Background: an optimization exercise with open tools, aiming at small area, a short achievable clock period and few clock cycles. Do not read the settings as production practice.
Function was checked by simulation only, so behaviour that the tests miss may differ from the original.

--- flow/design.v ---
`timescale 1ns / 1ps
package irp_pkg;
  localparam int unsigned MaxActivitiesDefault = 16;
  localparam int unsigned IdW   = 8;
  localparam int unsigned TimeW = 16;
  localparam int unsigned RoomW = 5;
  typedef struct packed {
    logic [IdW-1:0]   act_id;
    logic [TimeW-1:0] start_time;
    logic [TimeW-1:0] end_time;
    logic             last;
  } in_beat_t;
  typedef struct packed {
    logic [IdW-1:0]   act_id_res;
    logic [RoomW-1:0] room;
    logic [RoomW-1:0] room_count;
    logic             last_result;
  } out_beat_t;
  typedef enum logic [2:0] {
    ST_LOAD,
    ST_SORT,
    ST_OPEN,
    ST_SCAN,
    ST_EMIT
  } state_e;
  typedef struct packed {
    logic load;        
    logic sort_init;   
    logic sort_step;   
    logic open_init;   
    logic open_step;   
    logic scan_step;   
    logic emit_init;   
    logic emit_step;   
  } cmd_t;
  typedef struct packed {
    logic sort_done;
    logic open_done;
    logic scan_done;
    logic emit_last;
  } status_t;
endpackage
module irp_cmp16 (
  input  logic [15:0] a_i,
  input  logic [15:0] b_i,
  output logic        gt_o,
  output logic        eq_o
);
  logic [15:0] g0, e0;
  logic [7:0]  g1, e1;
  logic [3:0]  g2, e2;
  logic [1:0]  g3, e3;
  assign g0 = a_i & ~b_i;
  assign e0 = ~(a_i ^ b_i);
  for (genvar i = 0; i < 8; i++) begin : g_l1
    assign g1[i] = g0[2*i+1] | (e0[2*i+1] & g0[2*i]);
    assign e1[i] = e0[2*i+1] & e0[2*i];
  end
  for (genvar i = 0; i < 4; i++) begin : g_l2
    assign g2[i] = g1[2*i+1] | (e1[2*i+1] & g1[2*i]);
    assign e2[i] = e1[2*i+1] & e1[2*i];
  end
  for (genvar i = 0; i < 2; i++) begin : g_l3
    assign g3[i] = g2[2*i+1] | (e2[2*i+1] & g2[2*i]);
    assign e3[i] = e2[2*i+1] & e2[2*i];
  end
  assign gt_o = g3[1] | (e3[1] & g3[0]);
  assign eq_o = e3[1] & e3[0];
endmodule
`timescale 1ns / 1ps
import irp_pkg::*;
module irp_dpath #(
  parameter int unsigned N = 16
) (
  input  logic        clk_i,
  input  logic        rst_ni,
  input  logic        in_valid_i,
  input  logic [40:0] in_data_i,
  output logic        in_stall_o,
  output logic        out_valid_o,
  input  logic        out_stall_i,
  output logic [18:0] out_data_o
);
  logic [N-1:0][15:0] start_q, end_q;
  logic [N-1:0][7:0]  id_q;
  logic [N-1:0][4:0]  room_q;
  logic [N-1:0]       vld_q;     
  logic [N-1:0]       ld_q;      
  logic [N-1:0]       sw_q;      
  logic [N-1:0]       asg_q;     
  logic [N-1:0]       last_q;    
  logic [N-1:0]       h_q;       
  logic [N-1:0]       tail_q;    
  logic [4:0]         cnt_q;     
  logic [4:0]         ldn_q;     
  logic               ldc_q;     
  logic [N-1:0]       wt_q;      
  logic               wtv_q;     
  logic [4:0]         wtn_q;     
  logic [40:0]        in_q;      
  logic               in_vq;
  logic               busy_q;    
  logic               fin_q;     
  logic [4:0]         rem_q;     
  logic [4:0]         rc_q;      
  logic [15:0]        latest_q;  
  logic [N-1:0]       after_q;   
  logic [7:0]  new_id;
  logic [15:0] new_start, new_end;
  logic        new_last;
  assign {new_id, new_start, new_end, new_last} = in_q;
  logic drop, can_take, acc, ins, first;
  assign drop       = ldn_q[4];
  assign can_take   = ~ldc_q & (drop | ~cnt_q[4]);
  assign in_stall_o = in_vq & ~can_take;
  assign acc        = in_vq & can_take;
  assign ins        = acc & ~drop;
  assign first      = acc & new_last;
  always_ff @(posedge clk_i) begin
    if (in_valid_i && !in_stall_o) in_q <= in_data_i;
  end
  always_ff @(posedge clk_i or negedge rst_ni) begin
    if (!rst_ni) begin
      in_vq <= 1'b0;
    end else if (in_valid_i && !in_stall_o) begin
      in_vq <= 1'b1;
    end else if (acc) begin
      in_vq <= 1'b0;
    end
  end
  logic [N-1:0] f, f_prev, h_prev, sel_shift, sel_new;
  for (genvar i = 0; i < N; i++) begin : g_cmp
    logic gt_e, eq_e, gt_s, eq_s;
    irp_cmp16 u_ce (.a_i(end_q[i]),   .b_i(new_end),   .gt_o(gt_e), .eq_o(eq_e));
    irp_cmp16 u_cs (.a_i(start_q[i]), .b_i(new_start), .gt_o(gt_s), .eq_o(eq_s));
    assign f[i] = ~vld_q[i] | (ld_q[i] & (gt_e | (eq_e & gt_s)));
  end
  assign f_prev    = {f[N-2:0], f[N-1]};
  assign sel_shift = f_prev & ~h_q;
  assign sel_new   = f & (~f_prev | h_q);
  for (genvar i = 0; i < N; i++) begin : g_ent
    localparam int P = (i + N - 1) % N;
    always_ff @(posedge clk_i) begin
      if (ins) begin
        if (sel_shift[i]) begin
          start_q[i] <= start_q[P];
          end_q[i]   <= end_q[P];
          id_q[i]    <= id_q[P];
        end else if (sel_new[i]) begin
          start_q[i] <= new_start;
          end_q[i]   <= new_end;
          id_q[i]    <= new_id;
        end
      end
    end
  end
  logic [N-1:0] vld_ins, ld_ins, tail_last;
  assign vld_ins   = ins ? (vld_q | tail_q) : vld_q;
  assign ld_ins    = ins ? (ld_q | tail_q) : ld_q;
  assign tail_last = ins ? tail_q : {tail_q[0], tail_q[N-1:1]};
  logic [N-1:0] ge_h;    
  always_comb begin
    ge_h[0] = h_q[0];
    for (int i = 1; i < N; i++) ge_h[i] = ge_h[i-1] | h_q[i];
  end
  logic [7:0] o_id;
  logic [4:0] o_room;
  logic       o_last, o_ok;
  always_comb begin
    o_id   = '0;
    o_room = '0;
    o_last = 1'b0;
    o_ok   = 1'b0;
    for (int i = 0; i < N; i++) begin
      o_id   |= {8{h_q[i]}} & id_q[i];
      o_room |= {5{h_q[i]}} & room_q[i];
      o_last |= h_q[i] & last_q[i];
      o_ok   |= h_q[i] & vld_q[i] & ~ld_q[i] & ~sw_q[i] & ~wt_q[i];
    end
  end
  logic        take, rcq_room, ov_q;
  logic [1:0]  rcq_n;
  logic [4:0]  rcq_head;
  logic [18:0] od_q;
  assign take = o_ok & (~ov_q | ~out_stall_i);
  always_ff @(posedge clk_i) begin
    if (take) od_q <= {o_id, o_room, rcq_head, o_last};
  end
  always_ff @(posedge clk_i or negedge rst_ni) begin
    if (!rst_ni) begin
      ov_q <= 1'b0;
    end else if (take) begin
      ov_q <= 1'b1;
    end else if (!out_stall_i) begin
      ov_q <= 1'b0;
    end
  end
  assign out_valid_o = ov_q;
  assign out_data_o  = od_q;
  logic [N-1:0] unas, cand, gts;
  for (genvar i = 0; i < N; i++) begin : g_sw
    logic eq_l;
    irp_cmp16 u_cl (.a_i(start_q[i]), .b_i(latest_q), .gt_o(gts[i]), .eq_o(eq_l));
  end
  assign unas = sw_q & ~asg_q;
  assign cand = unas & after_q & gts;
  logic [N-1:0] ca_h, ub_h, pre_ah, pre_a, pre_bh, pre_b;
  logic [N-1:0] pick_a, pick_b, pick;
  logic         any_c, any_ah, any_bh;
  assign ca_h = cand & ge_h;
  assign ub_h = unas & ge_h;
  always_comb begin
    pre_ah[0] = 1'b0; pre_a[0] = 1'b0; pre_bh[0] = 1'b0; pre_b[0] = 1'b0;
    for (int i = 1; i < N; i++) begin
      pre_ah[i] = pre_ah[i-1] | ca_h[i-1];
      pre_a[i]  = pre_a[i-1]  | cand[i-1];
      pre_bh[i] = pre_bh[i-1] | ub_h[i-1];
      pre_b[i]  = pre_b[i-1]  | unas[i-1];
    end
  end
  assign any_c  = |cand;
  assign any_ah = |ca_h;
  assign any_bh = |ub_h;
  assign pick_a = any_ah ? (ca_h & ~pre_ah) : (cand & ~pre_a);
  assign pick_b = any_bh ? (ub_h & ~pre_bh) : (unas & ~pre_b);
  assign pick   = any_c ? pick_a : pick_b;
  logic [N-1:0] after_d;
  assign after_d = any_c ? (any_ah ? (pre_ah | ~ge_h) : (pre_a & ~ge_h))
                         : (any_bh ? (pre_bh | ~ge_h) : (pre_b & ~ge_h));
  logic [15:0] pick_end;
  always_comb begin
    pick_end = '0;
    for (int i = 0; i < N; i++) pick_end |= {16{pick[i]}} & end_q[i];
  end
  logic [4:0] room_new;
  assign room_new = any_c ? rc_q : rc_q + 5'd1;
  logic step, step_fin, cvt;
  logic [4:0] ldn_ins;
  assign step     = busy_q;
  assign step_fin = step & fin_q;
  assign rcq_room = ~rcq_n[1] | (~rcq_n[0] & ~step_fin);
  assign ldn_ins  = ldn_q + {4'd0, ins};
  logic         done_ld, cvt_ld, to_wt;
  logic [N-1:0] src;
  logic [4:0]   n_src;
  assign done_ld = first | ldc_q;
  assign cvt     = (wtv_q | first) & (~busy_q | step_fin) & rcq_room;
  assign cvt_ld  = cvt & ~wtv_q;
  assign to_wt   = done_ld & ~cvt_ld & (~wtv_q | cvt);
  assign src     = wtv_q ? wt_q : ld_ins;
  assign n_src   = wtv_q ? wtn_q : ldn_ins;
  always_ff @(posedge clk_i) begin
    if (step) begin
      for (int i = 0; i < N; i++) begin
        if (pick[i]) room_q[i] <= room_new;
      end
    end
    if (cvt) begin
      after_q <= '0;
    end else begin
      after_q  <= after_d;
    end
    latest_q <= pick_end;
  end
  logic [N-1:0] h_next;
  assign h_next = {h_q[N-2:0], h_q[N-1]};
  always_ff @(posedge clk_i or negedge rst_ni) begin
    if (!rst_ni) begin
      vld_q  <= '0;
      ld_q   <= '0;
      sw_q   <= '0;
      asg_q  <= '0;
      last_q <= '0;
      h_q    <= {{(N-1){1'b0}}, 1'b1};
      tail_q <= {{(N-1){1'b0}}, 1'b1};
      cnt_q  <= '0;
      ldn_q  <= '0;
      ldc_q  <= 1'b0;
      wt_q   <= '0;
      wtv_q  <= 1'b0;
      wtn_q  <= '0;
      busy_q <= 1'b0;
      fin_q  <= 1'b0;
      rem_q  <= '0;
      rc_q   <= '0;
    end else begin
      vld_q <= vld_ins & ~({N{take}} & h_q);
      if (take) h_q <= h_next;
      if (ins) tail_q <= {tail_q[N-2:0], tail_q[N-1]};
      last_q <= (last_q & ~({N{take}} & h_q)) | ({N{first}} & tail_last);
      cnt_q <= cnt_q + {4'd0, ins} - {4'd0, take};
      if (cvt_ld || to_wt) begin
        ld_q  <= '0;
        ldn_q <= '0;
      end else begin
        ld_q  <= ld_ins;
        ldn_q <= ldn_ins;
      end
      ldc_q <= done_ld & ~cvt_ld & ~to_wt;
      if (to_wt) begin
        wt_q  <= ld_ins;
        wtn_q <= ldn_ins;
        wtv_q <= 1'b1;
      end else if (cvt && wtv_q) begin
        wt_q  <= '0;
        wtv_q <= 1'b0;
      end
      if (cvt) begin
        sw_q   <= src;
        asg_q  <= '0;
        busy_q <= 1'b1;
        rem_q  <= n_src;
        fin_q  <= (n_src == 5'd1);
        rc_q   <= '0;
      end else begin
        if (step) begin
          asg_q <= asg_q | pick;
          rc_q  <= room_new;
          rem_q <= rem_q - 5'd1;
          fin_q <= (rem_q == 5'd2);
          if (fin_q) begin
            busy_q <= 1'b0;
            sw_q   <= '0;
          end
        end
      end
    end
  end
  irp_ctrl u_rcq (
    .clk_i   (clk_i),
    .rst_ni  (rst_ni),
    .push_i  (step_fin),
    .data_i  (room_new),
    .pop_i   (take & o_last),
    .n_o     (rcq_n),
    .head_o  (rcq_head)
  );
endmodule
`timescale 1ns / 1ps
module irp_ctrl (
  input  logic       clk_i,
  input  logic       rst_ni,
  input  logic       push_i,
  input  logic [4:0] data_i,
  input  logic       pop_i,
  output logic [1:0] n_o,
  output logic [4:0] head_o
);
  logic [2:0][4:0] q_q;
  logic [1:0]      n_q, wr;
  assign wr = n_q - {1'b0, pop_i};
  always_ff @(posedge clk_i) begin
    for (int k = 0; k < 3; k++) begin
      if (push_i && wr == 2'(k)) begin
        q_q[k] <= data_i;
      end else if (pop_i && k < 2) begin
        q_q[k] <= q_q[(k < 2) ? k + 1 : k];
      end
    end
  end
  always_ff @(posedge clk_i or negedge rst_ni) begin
    if (!rst_ni) begin
      n_q <= '0;
    end else begin
      n_q <= n_q + {1'b0, push_i} - {1'b0, pop_i};
    end
  end
  assign n_o    = n_q;
  assign head_o = q_q[0];
endmodule
`timescale 1ns / 1ps
import irp_pkg::*;
module interval_room_partition_unit #(
  parameter int unsigned MaxActivities = irp_pkg::MaxActivitiesDefault
) (
  input  logic        clk_i,
  input  logic        rst_ni,
  input  logic        in_valid_i,
  output logic        in_stall_o,
  input  logic [40:0] in_data_i,
  output logic        out_valid_o,
  input  logic        out_stall_i,
  output logic [18:0] out_data_o
);
  irp_dpath #(.N(MaxActivities)) u_core (
    .clk_i       (clk_i),
    .rst_ni      (rst_ni),
    .in_valid_i  (in_valid_i),
    .in_data_i   (in_data_i),
    .in_stall_o  (in_stall_o),
    .out_valid_o (out_valid_o),
    .out_stall_i (out_stall_i),
    .out_data_o  (out_data_o)
  );
endmodule
--- flow/run.sh ---
#!/bin/bash
# synth_recipe.tcl (not shown) runs the flow's synth.tcl, then flattens the netlist and writes it again
# the make line also repeats each setting of config.mk as NAME=value (left out here)
make -C /OpenROAD-flow-scripts/flow DESIGN_CONFIG=/design/flow/config.mk WORK_HOME=/design/flow/orfs CLKGATE_MAP_FILE= SYNTH_SCRIPT=/design/flow/synth_recipe.tcl finish
--- flow/config.mk ---
export PLATFORM = sky130hd
export DESIGN_NAME = interval_room_partition_unit
export DESIGN_NICKNAME = interval_room_partition_unit
export VERILOG_FILES = /design/flow/design.v
export SDC_FILE = /design/flow/constraint.sdc
export NUM_CORES = 4
export LEC_CHECK = 0
export CAP_MARGIN = 20
export CORE_MARGIN = 2
export CORE_UTILIZATION = 40
export SETUP_SLACK_MARGIN = 5
export SLEW_MARGIN = 20
--- flow/constraint.sdc ---
create_clock -name core_clock -period 9.0 [get_ports {clk_i}]
set_input_delay 1.8000 -clock core_clock [delete_from_list [all_inputs] [get_ports {clk_i}]]
set_output_delay 1.8000 -clock core_clock [all_outputs]
set_load 0.01 [all_outputs]
==> results of run 1 <==
[how the worst min path moves through the flow]
stage                                    from              to  slack [ns]  depth (start not counted)
after floorplan           u_core.u_rcq.q_q[0]  u_core.od_q[1]        0.40                          0
after detailed placement  u_core.u_rcq.q_q[2]  u_core.od_q[3]        0.40                          0
final                     u_core.u_rcq.q_q[3]  u_core.od_q[4]        0.43                          0
after CTS                 u_core.u_rcq.q_q[0]  u_core.od_q[1]        0.44                          0
after global routing      u_core.u_rcq.q_q[0]  u_core.od_q[1]        0.45                          0
after global placement    u_core.u_rcq.q_q[4]  u_core.od_q[5]        0.43                          0
[synth_stat cells, types with 14 or more instances]
master / count / area, um^2
a21oi_1: 314 / 1570
a21o_1: 167 / 1250
buf_2: 22 / 110
o21ai_0: 373 / 1870
and2_1: 25 / 156
dfrtp_1: 159 / 3980
nor3_1: 62 / 310
mux2i_1: 29 / 290
and3_1: 15 / 93.8
a22oi_1: 31 / 233
a22o_1: 90 / 788
nor4b_1: 14 / 123
ha_1: 749 / 9370
a221oi_1: 65 / 569
nand3b_1: 14 / 105
o31ai_1: 26 / 195
o211ai_1: 15 / 113
o21a_1: 69 / 518
nand2b_1: 57 / 357
dfxtp_1: 32 / 641
a221o_1: 14 / 140
a211oi_1: 32 / 240
nand2_1: 302 / 1130
o2111ai_1: 16 / 140
mux2_2: 432 / 4860
buf_1: 15 / 56.3
clkbuf_1: 201 / 754
nor4_1: 26 / 163
nand3_1: 270 / 1350
edfxtp_1: 795 / 23900
a222oi_1: 16 / 160
and3b_1: 16 / 140
inv_1: 125 / 469
nor2b_1: 58 / 363
nand4_1: 139 / 870
nor2_1: 186 / 698
a31oi_1: 23 / 144
[through the flow]
step / hold slack, ns / instances / instance area [um^2]
2_1_floorplan: 0.400 / 5226 / 60600
3_3_place_gp: 0.434 / 7201 / 64000
3_5_place_dp: 0.405 / 7201 / 64000
4_1_cts: 0.441 / 7822 / 75400
5_1_grt: 0.449 / 8142 / 82200
6_report: 0.434 / 8152 / 82200
[sequential cells by signal, indices dropped and copies added (netlist names), 2 cells and up]
register,cells
u_core.last_q,16
u_core.id_q,128
u_core.ldn_q,5
u_core.after_q,16
u_core.h_q,16
u_core.ld_q,16
u_core.vld_q,16
u_core.room_q,80
u_core.wt_q,16
u_core.end_q,256
u_core.cnt_q,5
u_core.latest_q,16
u_core.u_rcq.q_q,15
u_core.rem_q,5
u_core.u_rcq.n_q,2
u_core.start_q,256
u_core.wtn_q,5
u_core.od_q,19
u_core.tail_q,16
u_core.sw_q,16
u_core.asg_q,16
u_core.in_q,41
u_core.rc_q,5
[metal layers]
metal  GRT usage  up-vias  share of wire
met4       0.224       28           0.10
met5           0        -         0.0031
met3       0.121     1491           0.15
met1       0.435    27453           0.34
li1            -    22131              -
met2       0.519     4532           0.40
[cell type report]
class                   count  area, um^2  area share
diodes                     19        47.5    0.000578
repair buffers            881       11800       0.143
well taps                2016        2520      0.0307
inverters                 141         688     0.00837
clock inverters            71         800     0.00973
flip-flops and latches    988       28600       0.347
clock buffers             142        3050      0.0371
repair inverters           17         139     0.00169
multi-input cells        3877       34600       0.421
[critical path, cell delays in order, from the launching register on]
cell and delay, ns:
dfxtp_1 0.37, clkinvlp_4 0.18, buf_4 0.19, buf_4 0.14
ha_1 0.27, nand2_1 0.05, a211oi_1 0.27, nor2_1 0.17
o41ai_2 0.66, nand2_1 0.27, o21ai_4 0.18, buf_6 0.13
buf_6 0.10, buf_16 0.11, nor4_4 0.04, or3_4 0.50
and2_4 0.19, a2111oi_4 0.28, nand4_1 0.71
[cells by family after synthesis]
family / synth area share
AND/OR/NAND/NOR: 0.107
multiplexers: 0.0856
adder cells (fa/ha/maj): 0.156
flip-flops: 0.474
AO/OA/AOI/OAI: 0.149
XOR/XNOR: 0.00306
buffers and inverters: 0.0247
[what timing repair did]
| item | CTS | global route |
|---|---|---|
| resized for setup | 696 | 781 |
| setup buffers | 348 | 212 |
| pin swaps | 165 | 185 |
| setup endpoints to repair | 1530 | 1464 |
| cloned | 60 | 99 |
==> impl_metrics.ini, run 1 <==
[critical_path]
crit_fanout = 5
worst_setup_path_startpoint = u_core.latest_q[3]
endpoint = u_core.latest_q[1]
setup.worst_path.end_class = register
cp_data_arrival_time_ns = 5.61
reg2reg_setup_slack_ns = 3.76
ff2ff_path_depth = 18
critPathLaunchType = register
worst-endpoint-required_ns = 9.36
worstReg2RegStart = u_core.latest_q[3]
worst-setup-path-type = reg2reg
reg2reg_to = u_core.latest_q[1]

[placement]
finalWeightedCongestion = 0.999
hpwlAfterDp_um = 175000
pre_cts_ws_ns = 2.45
placement.io_buffers = 65

[synthesis]
synth_enable_flop_cells = 795
synthesis.area_um2 = 60200
synth-seq-area-share = 0.474
yosysUniqueCellTypes = 94
synthArstFlopShare = 0.163
synth_nets = 6021
synthesis.area_per_instance_um2 = 11.5
postSynth.topFlopCell = edfxtp_1
syn_inst = 5226
synth-seq-cells = 988
yosys_warns = 2

[route]
detail_route.first_pass.iterations = 13
post-route-drc-count = 0
viasPerCell = 6.82
antenna_violating_nets_post_route = 0
route.detailed.wl_per_inst_um = 38.0
drt-initial-drc-count = 8573
route.vias.total = 55635
wl_um = 310000

[finish]
area_growth_pct = 36.6
mostFrequentLayoutCells = 795 x edfxtp_1, 710 x ha_1, 369 x buf_4
final_net_count = 6815
proportion_of_layout_cells_with_a_drive_suffix_above_1 = 0.324
utilization = 0.550
fillerInstances = 12335
mostFrequentLayoutCell = edfxtp_1

[floorplanning]
ioPinCount = 66
std_cell_rows = 142
dieArea_um2 = 154000
core_um2 = 150000
dieWidth_um = 392
initial_core_util = 0.402
die_y_um = 392

[grt]
number_of_global_route_vias_before_repair = 49634
grt_remaining_overflow = 0
grt_antenna_before_repair = 21
grt_start_max_net_pins = 87
grt.total_usage = 0.351
wire_length_of_the_first_global_routing_pass_um = 379000

[clocking]
clk_path_buf_depth = 3
ctsHoldBuffers = 0
htreeDepth = 3
clkSlewWorstSetupHoldPaths_ns = 0.06
clkSinkCount = 988
cts-buffers-inserted = 114
tritoncts_clock_tree = yes
clock_latency_ns = 0.81
clock_tree.root_cell = clkbuf_16

[timing]
timing.final.ws_setup_ns = 3.76
report.final.slew_viol_count = 6
minimum_clock_period_ns = 5.24
period_utilization_post_route = 0.583
timing.final.hold_violations = 0
max_freq_ghz = 0.191
timing.max_slew.rel_slack = -0.406
setup_viol = 0
setup_repair_after_global_routing_missed_its_margin = true
final.setup.tns_ns = 0
finalClockSkew_ns = 0.0734
tightest_slew_ns = 2.09

[outcome]
violations = max-capacitance violations, max-slew violations
run_status = failed layout checks

[worst_hold_path]
hold_path.class = reg2reg

[flow_run]
cap_violations = 3
Testbench counts, summed over its fixed seeds: cycles 2,721.
==> run 2: changes to the inputs <==
--- a/flow/design.v
+++ b/flow/design.v
@@ -92,3 +92,2 @@
   logic [N-1:0]       h_q;       
-  logic [N-1:0]       tail_q;    
   logic [4:0]         cnt_q;     
@@ -96,5 +95,2 @@
   logic               ldc_q;     
-  logic [N-1:0]       wt_q;      
-  logic               wtv_q;     
-  logic [4:0]         wtn_q;     
   logic [40:0]        in_q;      
@@ -156,6 +152,18 @@
   end
-  logic [N-1:0] vld_ins, ld_ins, tail_last;
-  assign vld_ins   = ins ? (vld_q | tail_q) : vld_q;
-  assign ld_ins    = ins ? (ld_q | tail_q) : ld_q;
-  assign tail_last = ins ? tail_q : {tail_q[0], tail_q[N-1:1]};
+  logic [N-1:0] vld_ins, ld_ins;
+  always_comb begin
+    vld_ins = vld_q;
+    ld_ins  = ld_q;
+    if (ins) begin
+      for (int i = 0; i < N; i++) begin
+        if (sel_shift[i]) begin
+          vld_ins[i] = vld_q[(i + N - 1) % N];
+          ld_ins[i]  = ld_q[(i + N - 1) % N];
+        end else if (sel_new[i]) begin
+          vld_ins[i] = 1'b1;
+          ld_ins[i]  = 1'b1;
+        end
+      end
+    end
+  end
   logic [N-1:0] ge_h;    
@@ -177,24 +185,10 @@
       o_last |= h_q[i] & last_q[i];
-      o_ok   |= h_q[i] & vld_q[i] & ~ld_q[i] & ~sw_q[i] & ~wt_q[i];
+      o_ok   |= h_q[i] & vld_q[i] & ~ld_q[i] & ~sw_q[i];
     end
   end
-  logic        take, rcq_room, ov_q;
-  logic [1:0]  rcq_n;
-  logic [4:0]  rcq_head;
-  logic [18:0] od_q;
-  assign take = o_ok & (~ov_q | ~out_stall_i);
-  always_ff @(posedge clk_i) begin
-    if (take) od_q <= {o_id, o_room, rcq_head, o_last};
-  end
-  always_ff @(posedge clk_i or negedge rst_ni) begin
-    if (!rst_ni) begin
-      ov_q <= 1'b0;
-    end else if (take) begin
-      ov_q <= 1'b1;
-    end else if (!out_stall_i) begin
-      ov_q <= 1'b0;
-    end
-  end
-  assign out_valid_o = ov_q;
-  assign out_data_o  = od_q;
+  logic       take, rcq_full;
+  logic [4:0] rcq_head;
+  assign out_valid_o = o_ok;
+  assign take        = o_ok & ~out_stall_i;
+  assign out_data_o  = {o_id, o_room, rcq_head, o_last};
   logic [N-1:0] unas, cand, gts;
@@ -238,15 +232,6 @@
   logic [4:0] ldn_ins;
-  assign step     = busy_q;
+  assign step     = busy_q & ~(fin_q & rcq_full);
   assign step_fin = step & fin_q;
-  assign rcq_room = ~rcq_n[1] | (~rcq_n[0] & ~step_fin);
+  assign cvt      = (ldc_q | first) & (~busy_q | step_fin);
   assign ldn_ins  = ldn_q + {4'd0, ins};
-  logic         done_ld, cvt_ld, to_wt;
-  logic [N-1:0] src;
-  logic [4:0]   n_src;
-  assign done_ld = first | ldc_q;
-  assign cvt     = (wtv_q | first) & (~busy_q | step_fin) & rcq_room;
-  assign cvt_ld  = cvt & ~wtv_q;
-  assign to_wt   = done_ld & ~cvt_ld & (~wtv_q | cvt);
-  assign src     = wtv_q ? wt_q : ld_ins;
-  assign n_src   = wtv_q ? wtn_q : ldn_ins;
   always_ff @(posedge clk_i) begin
@@ -259,9 +244,11 @@
       after_q <= '0;
-    end else begin
+    end else if (step) begin
       after_q  <= after_d;
     end
-    latest_q <= pick_end;
+    if (step) latest_q <= pick_end;
   end
-  logic [N-1:0] h_next;
+  logic [N-1:0] h_next, h_up, ld_nx;
   assign h_next = {h_q[N-2:0], h_q[N-1]};
+  assign h_up   = {h_q[0], h_q[N-1:1]};      
+  assign ld_nx  = {ld_ins[0], ld_ins[N-1:1]};   
   always_ff @(posedge clk_i or negedge rst_ni) begin
@@ -274,3 +261,2 @@
       h_q    <= {{(N-1){1'b0}}, 1'b1};
-      tail_q <= {{(N-1){1'b0}}, 1'b1};
       cnt_q  <= '0;
@@ -278,5 +264,2 @@
       ldc_q  <= 1'b0;
-      wt_q   <= '0;
-      wtv_q  <= 1'b0;
-      wtn_q  <= '0;
       busy_q <= 1'b0;
@@ -288,29 +271,19 @@
       if (take) h_q <= h_next;
-      if (ins) tail_q <= {tail_q[N-2:0], tail_q[N-1]};
-      last_q <= (last_q & ~({N{take}} & h_q)) | ({N{first}} & tail_last);
       cnt_q <= cnt_q + {4'd0, ins} - {4'd0, take};
-      if (cvt_ld || to_wt) begin
-        ld_q  <= '0;
-        ldn_q <= '0;
-      end else begin
-        ld_q  <= ld_ins;
-        ldn_q <= ldn_ins;
-      end
-      ldc_q <= done_ld & ~cvt_ld & ~to_wt;
-      if (to_wt) begin
-        wt_q  <= ld_ins;
-        wtn_q <= ldn_ins;
-        wtv_q <= 1'b1;
-      end else if (cvt && wtv_q) begin
-        wt_q  <= '0;
-        wtv_q <= 1'b0;
-      end
       if (cvt) begin
-        sw_q   <= src;
+        ld_q   <= '0;
+        sw_q   <= ld_ins;
         asg_q  <= '0;
+        last_q <= (last_q & ~({N{take}} & h_q)) | (ld_ins & (~ld_nx | h_up));
+        ldn_q  <= '0;
+        ldc_q  <= 1'b0;
         busy_q <= 1'b1;
-        rem_q  <= n_src;
-        fin_q  <= (n_src == 5'd1);
+        rem_q  <= ldn_ins;
+        fin_q  <= (ldn_ins == 5'd1);
         rc_q   <= '0;
       end else begin
+        ld_q   <= ld_ins;
+        last_q <= last_q & ~({N{take}} & h_q);
+        ldn_q  <= ldn_ins;
+        if (first) ldc_q <= 1'b1;
         if (step) begin
@@ -334,3 +307,3 @@
     .pop_i   (take & o_last),
-    .n_o     (rcq_n),
+    .full_o  (rcq_full),
     .head_o  (rcq_head)
@@ -345,15 +318,14 @@
   input  logic       pop_i,
-  output logic [1:0] n_o,
+  output logic       full_o,
   output logic [4:0] head_o
 );
-  logic [2:0][4:0] q_q;
-  logic [1:0]      n_q, wr;
-  assign wr = n_q - {1'b0, pop_i};
+  logic [4:0] q0_q, q1_q;
+  logic [1:0] n_q;
   always_ff @(posedge clk_i) begin
-    for (int k = 0; k < 3; k++) begin
-      if (push_i && wr == 2'(k)) begin
-        q_q[k] <= data_i;
-      end else if (pop_i && k < 2) begin
-        q_q[k] <= q_q[(k < 2) ? k + 1 : k];
-      end
+    if (pop_i) begin
+      q0_q <= (push_i && n_q == 2'd1) ? data_i : q1_q;
+      if (push_i) q1_q <= data_i;
+    end else if (push_i) begin
+      if (n_q == 2'd0) q0_q <= data_i;
+      else q1_q <= data_i;
     end
@@ -367,4 +339,4 @@
   end
-  assign n_o    = n_q;
-  assign head_o = q_q[0];
+  assign full_o = n_q[1];
+  assign head_o = q0_q;
 endmodule
--- a/flow/config.mk
+++ b/flow/config.mk
@@ -9,3 +9,3 @@
 export CORE_MARGIN = 2
-export CORE_UTILIZATION = 40
+export CORE_UTILIZATION = 55
 export SETUP_SLACK_MARGIN = 5
==> run 2 against run 1 <==
  * Now clean on timing, DRC and antenna
  * Largest cell class unchanged
  * Final area shrank 13%
  * Global-route usage grew 13 points
==> impl_metrics.ini, run 2 <==
[outcome]
run_status = no timing/DRC/antenna violations

[floorplanning]
ioPinCount = 66
std_cell_rows = 118
dieWidth_um = 328
dieArea_um2 = 107000
die_y_um = 328
initial_core_util = 0.555
core_um2 = 104000

[critical_path]
setup.worst_path.end_class = register
critPathLaunchType = register
ff2ff_path_depth = 18
worst-endpoint-required_ns = 9.40
worstReg2RegStart = u_core.latest_q[6]
crit_fanout = 7
reg2reg_setup_slack_ns = 4.06
reg2reg_to = u_core.latest_q[12]
worst-setup-path-type = reg2reg
cp_data_arrival_time_ns = 5.35

[synthesis]
synth_top_area_frac = 0.410
synth_largest_area_cell = edfxtp_1
yosysUniqueCellTypes = 103
synthesis.area_um2 = 57600
synthTopCellsByCount = 787 x edfxtp_1, 749 x ha_1, 539 x nand2_1
synth-seq-area-share = 0.469
ys_top_cells_by_area = edfxtp_1 41%, ha_1 16%, mux2_2 7.1%
synthArstFlopShare = 0.132
synth-seq-cells = 925
synthesis.area_per_instance_um2 = 11.4
synth_enable_flop_cells = 787
synth_nets = 5872
yosys_warns = 2
syn_inst = 5077
post-synth-top-count-cell = edfxtp_1
postSynth.topFlopCell = edfxtp_1

[route]
top_layer = met5
route.detailed.wl_per_inst_um = 37.8
post-route-drc-count = 0
met1_length_um = 91100
wl_met3_um = 37100
viasPerCell = 7.22
route.vias.total = 51099
wl_um = 268000
drt-initial-drc-count = 8055
antenna_violating_nets_post_route = 0
detail_route.first_pass.iterations = 9
met2_wl_post_dr_um = 112000

[clocking]
clkSinkCount = 925
tritoncts_clock_tree = yes
clock_latency_ns = 0.75
clkSlewWorstSetupHoldPaths_ns = 0.07
clk_path_buf_depth = 3
clock_tree.root_cell = clkbuf_16
cts-buffers-inserted = 100
htreeDepth = 3
ctsHoldBuffers = 0

[finish]
mostFrequentLayoutCells = 787 x edfxtp_1, 723 x ha_1, 524 x nand2_1
final_net_count = 6394
largestRegisters = u_core.end_q: 256 flops, u_core.start_q: 256 flops, u_core.id_q: 128 flops
mostFrequentLayoutCell = edfxtp_1
final_cells = 7073
area_growth_pct = 24.6
proportion_of_layout_cells_with_a_drive_suffix_above_1 = 0.270
multi_input_comb_area_um2 = 32400
layout.area.seq_um2 = 27000
fillerInstances = 7531

[placement]
placement.io_buffers = 65
hpwlAfterDp_um = 170000
finalWeightedCongestion = 1.13
post-place-cells = 6446

[flow_run]
cap_violations = 0

[worst_hold_path]
worstHoldStart = u_core.asg_q[13]
hold_path_end = u_core.asg_q[13]
whs_path_depth = 1
hold_path.class = reg2reg

[timing]
timing.final.hold_violations = 0
final.setup.tns_ns = 0
report.final.slew_viol_count = 0
timing.max_slew.rel_slack = 0.230
finalClockSkew_ns = 0.0537
max_freq_ghz = 0.202
period_utilization_post_route = 0.549
tightest_slew_ns = 1.15
setup_viol = 0
fin_hold_ws_ns = 0.499
setup_repair_after_global_routing_missed_its_margin = true
minimum_clock_period_ns = 4.94

[grt]
grt.total_usage = 0.480
wire_length_of_the_first_global_routing_pass_um = 362000
grt_remaining_overflow = 0
number_of_global_route_vias_before_repair = 48548
grt_antenna_before_repair = 17
grt_start_max_net_pins = 73
==> run 2: worst max-delay path by stage <==
stage,startpoint,cells after the start,slack (ns),endpoint
after floorplan,u_core.in_q[3],12,4.87,u_core.end_q[144]
after global placement,u_core.h_q[10],11,2.47,u_core.latest_q[5]
after detailed placement,u_core.latest_q[7],13,2.44,u_core.latest_q[5]
after CTS,u_core.latest_q[6],17,4.46,u_core.latest_q[14]
after global routing,u_core.latest_q[6],18,4.15,u_core.latest_q[12]
final,u_core.latest_q[6],18,4.06,u_core.latest_q[12]
==> run 2: timing repair <==
action,CTS,global route
cloned,35,10
pin swaps,175,121
endpoints found under the setup margin,1570,1009
setup buffers,281,105
gates resized for setup,729,169
==> run 2: worst max-delay path: stages (launching register included) <==
cell and delay [ns]:
edfxtp_1 0.53, clkinvlp_4 0.31, buf_6 0.21, buf_6 0.13
ha_4 0.26, nand4_1 0.20, a211oi_2 0.40, o21ai_1 0.10
o211a_1 0.18, nor4b_4 0.16, buf_4 0.15, and2_4 0.16
and3_4 0.19, a22oi_2 0.21, o22ai_4 0.17, buf_6 0.20
a222oi_1 0.34, nand4_1 0.13, a2111o_1 0.53
==> run 2: layout make-up <==
class	instances	area share
diodes	11	0.000383
clock buffers	128	0.0369
clock inverters	57	0.00976
inverters	113	0.00770
multi-input cells	3850	0.451
flip-flops and latches	925	0.376
well taps	1380	0.0240
repair buffers	601	0.0928
repair inverters	8	0.000575
==> run 2: kinds of logic (layout without fill, tap and decap cells) <==
kind of cell | Yosys count | count (layout) | synth area share
AND/OR/NAND/NOR | 1295 | 1302 | 0.111
multiplexers | 367 | 367 | 0.0717
adder cells (fa/ha/maj) | 750 | 750 | 0.163
flip-flops | 925 | 925 | 0.469
XOR/XNOR | 19 | 19 | 0.00289
buffers and inverters | 311 | 907 | 0.0212
other | 0 | 11 | 0
AO/OA/AOI/OAI | 1410 | 1412 | 0.162
==> run 2: layer usage <==
layer	up-vias	track usage
met4	18	0.381
met5	-	0.0182
met3	1348	0.165
li1	20908	-
met2	4122	0.711
met1	24703	0.568
==> run 2: stage by stage <==
step | util | area (um^2) | setup WS [ns]
detailed placement | 0.583 | 60500 | 2.44
CTS | 0.673 | 69800 | 4.46
finish | 0.692 | 71800 | 4.06
global route | 0.692 | 71800 | 4.15
global placement | 0.583 | 60500 | 2.47
floorplan | - | 57800 | 4.87
Testbench counts of run 2, summed over its fixed seeds: cycles 2,786.
==> run 3: changes to the inputs <==
--- a/flow/config.mk
+++ b/flow/config.mk
@@ -9,3 +9,3 @@
 export CORE_MARGIN = 2
-export CORE_UTILIZATION = 55
+export CORE_UTILIZATION = 70
 export SETUP_SLACK_MARGIN = 5
==> run 3 against run 2 <==
  * Area after synthesis unchanged
  * The flow now stops in global routing (5_1_grt)
  * Synthesized cell count unchanged
==> impl_metrics.ini, run 3 <==
[outcome]
run_status = stopped before the end
lastStage = global routing (5_1_grt)
first-error = [ERROR GRT-0232] Routing congestion too high. Check the congestion heatmap in the GUI.

[synthesis]
yosys.area_share.simple = 0.111
synth_compound_area_frac = 0.162
syn_inst = 5077
synth-seq-area-share = 0.469
synth-seq-cells = 925
synth_nets = 5872
synth_largest_area_cell = edfxtp_1
post-synth-top-count-cell = edfxtp_1
synth_enable_flop_cells = 787
post_synth_fa_ha_maj_area_fraction = 0.163
postSynth.topFlopCell = edfxtp_1
synthTopCellsByCount = 787 x edfxtp_1, 749 x ha_1, 539 x nand2_1
yosysUniqueCellTypes = 103
synthMuxAreaShare = 0.0717
yosys_warns = 2
post_synthesis_share_of_cell_area_spent_on_xor_and_xnor_gates = 0.00289
ys_top_cells_by_area = edfxtp_1 41%, ha_1 16%, mux2_2 7.1%
synthesis.area_per_instance_um2 = 11.4
synthArstFlopShare = 0.132
synth_top_area_frac = 0.410
synth_top_family_by_area = adder cells
synthesis.area_um2 = 57600

[grt]
grt_start_max_net_pins = 73
grt.total_usage = 0.764
grt_remaining_overflow = 103

[clocking]
htreeDepth = 3
cts-buffers-inserted = 97
clk_path_buf_depth = 3
clkSinkCount = 925
ctsHoldBuffers = 0
clock_tree.root_cell = clkbuf_16

[floorplanning]
dieWidth_um = 291
die_y_um = 291
ioPinCount = 66
std_cell_rows = 105
initial_core_util = 0.704

[placement]
placement.io_buffers = 65
post-place-cells = 6130
finalWeightedCongestion = 1.07
pre_cts_ws_ns = 2.48
hpwlAfterDp_um = 163000
==> run 3: logic make-up after synthesis <==
family | count (synthesis)
buffers and inverters | 311
and+or+nand+nor | 1295
xor gates and xnor gates | 19
DFF | 925
adders and majority gates | 750
AOI/OAI and AO/OA | 1410
muxes | 367
==> run 3: through the flow <==
stage / cell area, um^2 / hold WS [ns] / utilization
floorplan: 57800 / 0.443 / -
global placement: 60000 / 0.460 / 0.734
detailed placement: 60100 / 0.468 / 0.734
CTS: 68900 / 0.494 / 0.842
==> run 3: layer usage <==
metal / overflow / global-route usage
met5: 0 / 0.280
met4: 52 / 0.749
met3: 2 / 0.603
met2: 49 / 0.927
met1: 0 / 0.779
==> run 3: how the worst max path moves through the flow <==
stage / start / endpoint / slack, ns
2_1_floorplan: u_core.in_q[3] / u_core.end_q[144] / 4.87
3_3_place_gp: u_core.latest_q[7] / u_core.latest_q[2] / 2.46
3_5_place_dp: u_core.latest_q[7] / u_core.room_q[19] / 2.48
4_1_cts: u_core.latest_q[1] / u_core.latest_q[15] / 4.22
==> run 3: what timing repair did <==
item                        CTS
gates resized for setup     641
cloned                       36
setup endpoints to repair  1570
setup buffers               268
pin swaps                   170
==> run 4: changes to the inputs <==
--- a/flow/config.mk
+++ b/flow/config.mk
@@ -9,3 +9,3 @@
 export CORE_MARGIN = 2
-export CORE_UTILIZATION = 70
+export CORE_UTILIZATION = 40
 export SETUP_SLACK_MARGIN = 5
==> run 4 against run 3 <==
  * The run now finishes clean
  * Synthesized cell count did not move
  * Area after synthesis did not move
==> impl_metrics.ini, run 4 <==
[synthesis]
yosys.area_share.simple = 0.111
synth_nets = 5872
synth_top_family_by_area = adder cells
post_synth_fa_ha_maj_area_fraction = 0.163
postSynth.topFlopCell = edfxtp_1
synthesis.area_um2 = 57600
synth-seq-area-share = 0.469
synth-seq-cells = 925
synthArstFlopShare = 0.132
post_synthesis_share_of_cell_area_spent_on_xor_and_xnor_gates = 0.00289
synth_enable_flop_cells = 787
syn_inst = 5077
synthesis.area_per_instance_um2 = 11.4
ys_top_cells_by_area = edfxtp_1 41%, ha_1 16%, mux2_2 7.1%
synth_compound_area_frac = 0.162
synthMuxAreaShare = 0.0717
yosysUniqueCellTypes = 103
post-synth-top-count-cell = edfxtp_1
synthTopCellsByCount = 787 x edfxtp_1, 749 x ha_1, 539 x nand2_1
yosys_warns = 2
synth_largest_area_cell = edfxtp_1
synth_top_area_frac = 0.410

[grt]
grt_remaining_overflow = 0
grt.total_usage = 0.359
grt_antenna_before_repair = 9
grt_start_max_net_pins = 72
number_of_global_route_vias_before_repair = 47928
wire_length_of_the_first_global_routing_pass_um = 372000

[route]
post-route-drc-count = 0
drt-initial-drc-count = 7180
antenna_violating_nets_post_route = 0
viasPerCell = 6.65
route.vias.total = 50715
detail_route.first_pass.iterations = 9
wl_um = 274000
route.detailed.wl_per_inst_um = 35.9

[placement]
post-place-cells = 6977
placement.io_buffers = 65
hpwlAfterDp_um = 172000
pre_cts_ws_ns = 2.01
finalWeightedCongestion = 1.04

[floorplanning]
dieArea_um2 = 147000
std_cell_rows = 139
initial_core_util = 0.402
die_y_um = 384
dieWidth_um = 384
core_um2 = 143000
ioPinCount = 66

[timing]
setup_repair_after_global_routing_missed_its_margin = true
finalClockSkew_ns = 0.0757
period_utilization_post_route = 0.548
timing.final.ws_setup_ns = 4.07
max_freq_ghz = 0.203
timing.final.hold_violations = 0
final.setup.tns_ns = 0
tightest_slew_ns = 1.12
minimum_clock_period_ns = 4.93
setup_viol = 0
timing.max_slew.rel_slack = 0.252
report.final.slew_viol_count = 0

[finish]
area_growth_pct = 27.5
largestRegisters = u_core.end_q: 256 flops, u_core.start_q: 256 flops, u_core.id_q: 128 flops
mostFrequentLayoutCells = 787 x edfxtp_1, 736 x ha_1, 527 x nand2_1
final_cells = 7630
proportion_of_layout_cells_with_a_drive_suffix_above_1 = 0.274
mostFrequentLayoutCell = edfxtp_1
final_net_count = 6424

[clocking]
clkSinkCount = 925
htreeDepth = 3
clk_path_buf_depth = 3
clock_tree.root_cell = clkbuf_16
tritoncts_clock_tree = yes
clkSlewWorstSetupHoldPaths_ns = 0.07
cts-buffers-inserted = 108
clock_latency_ns = 0.80

[critical_path]
worst-setup-path-type = reg2reg
critPathLaunchType = register
setup.worst_path.end_class = register
cp_data_arrival_time_ns = 5.44
crit_fanout = 7
worst-endpoint-required_ns = 9.51

[worst_hold_path]
hold_path.class = reg2reg

[outcome]
run_status = no timing/DRC/antenna violations

[flow_run]
cap_violations = 0
run 4: layout make-up:
| type | instances | area (um^2) |
|---|---|---|
| Tap cell | 1903 | 2380 |
| Clock buffer | 129 | 2810 |
| Clock inverter | 74 | 736 |
| Timing Repair inverter | 1 | 5.00 |
| Antenna cell | 5 | 12.5 |
| Sequential cell | 925 | 27000 |
| Inverter | 113 | 523 |
| Multi-Input combinational cell | 3846 | 32400 |
| Fill cell | 12515 | 69800 |
| Timing Repair Buffer | 634 | 7570 |
run 4: repair_timing:
item	in CTS	in global routing
pin swaps	156	163
hold buffers	0	0
resized for setup	721	234
gates cloned	34	16
setup endpoints to repair	1578	1148
buffers inserted	299	95
run 4: logic make-up after synthesis:
family | count (synthesis)
buf+inv | 311
mux | 367
simple gates | 1295
xor+xnor | 19
fa+ha+maj | 750
compound gates | 1410
flops | 925
run 4: metal layers:
| layer | track usage | share of wire |
|---|---|---|
| met1 | 0.444 | 0.37 |
| met2 | 0.538 | 0.42 |
| met4 | 0.238 | 0.086 |
| met3 | 0.113 | 0.12 |
| met5 | 0 | 0.00061 |
run 4: final timing paths:
path | start | slack [ns] | cells past startpoint | to
setup / recovery | u_core.latest_q[4] | 4.07 | 18 | u_core.latest_q[0]
hold / removal | u_core.after_q[1] | 0.47 | 2 | u_core.after_q[1]
setup reg to reg | u_core.latest_q[4] | 4.07 | 18 | u_core.latest_q[0]
hold reg to reg | u_core.after_q[1] | 0.47 | 2 | u_core.after_q[1]
max in group asynchronous | rst_ni | 6.42 | 2 | u_core.h_q[15]
min in group asynchronous | rst_ni | 1.12 | 1 | u_core.cnt_q[0]
run 4: critical path, cell delays in order, from the launching register on:
cell and delay [ns]:
edfxtp_1 0.63, clkinvlp_4 0.28, buf_8 0.20, ha_4 0.27, nand2_4 0.04, nor4_4 0.37, o211ai_1 0.33, a31oi_4 0.41
buf_6 0.17, nor3b_4 0.05, nand2b_4 0.13, buf_8 0.14, buf_6 0.10, nor3_4 0.07, a31o_4 0.34, a22oi_2 0.43
o2111ai_2 0.25, and4b_1 0.31, nand4_1 0.09
run 4: metrics by stage:
stage               instance area (um^2)  hold slack [ns]  utilization
floorplan                          57800            0.443            -
global placement                   61200            0.461        0.427
detailed placement                 61200            0.467        0.427
CTS                                71300            0.475        0.498
global route                       73500            0.499        0.513
finish                             73500            0.475        0.513

==> port drivers added, routing unchanged <==
No port has a modelled driver above. Below, the same layouts with a new extraction and two added sets of constraints.
Step 1 assumes that a clkbuf_16 drives the clock port and a buf_2 every other input.
Step 2 times the ports against the registers' clock, not the clock port: input delays grow and output delays shrink by t, the midpoint of the rising clock arrivals with the driver on.
Three values: ideal ports, drivers, drivers and shift; two values: the first two.
run | shift t [ns] | slack for setup (ns) | worst register clock-pin slew, ns | cell pins on the clock port's net
run 1 | 0.859 | 3.756 / 3.756 / 3.756 | 0.07 / 0.07 | 1
run 2 | 0.800 | 4.057 / 4.057 / 4.057 | 0.08 / 0.08 | 1
run 4 | 0.843 | 4.069 / 4.069 / 4.069 | 0.08 / 0.08 | 1
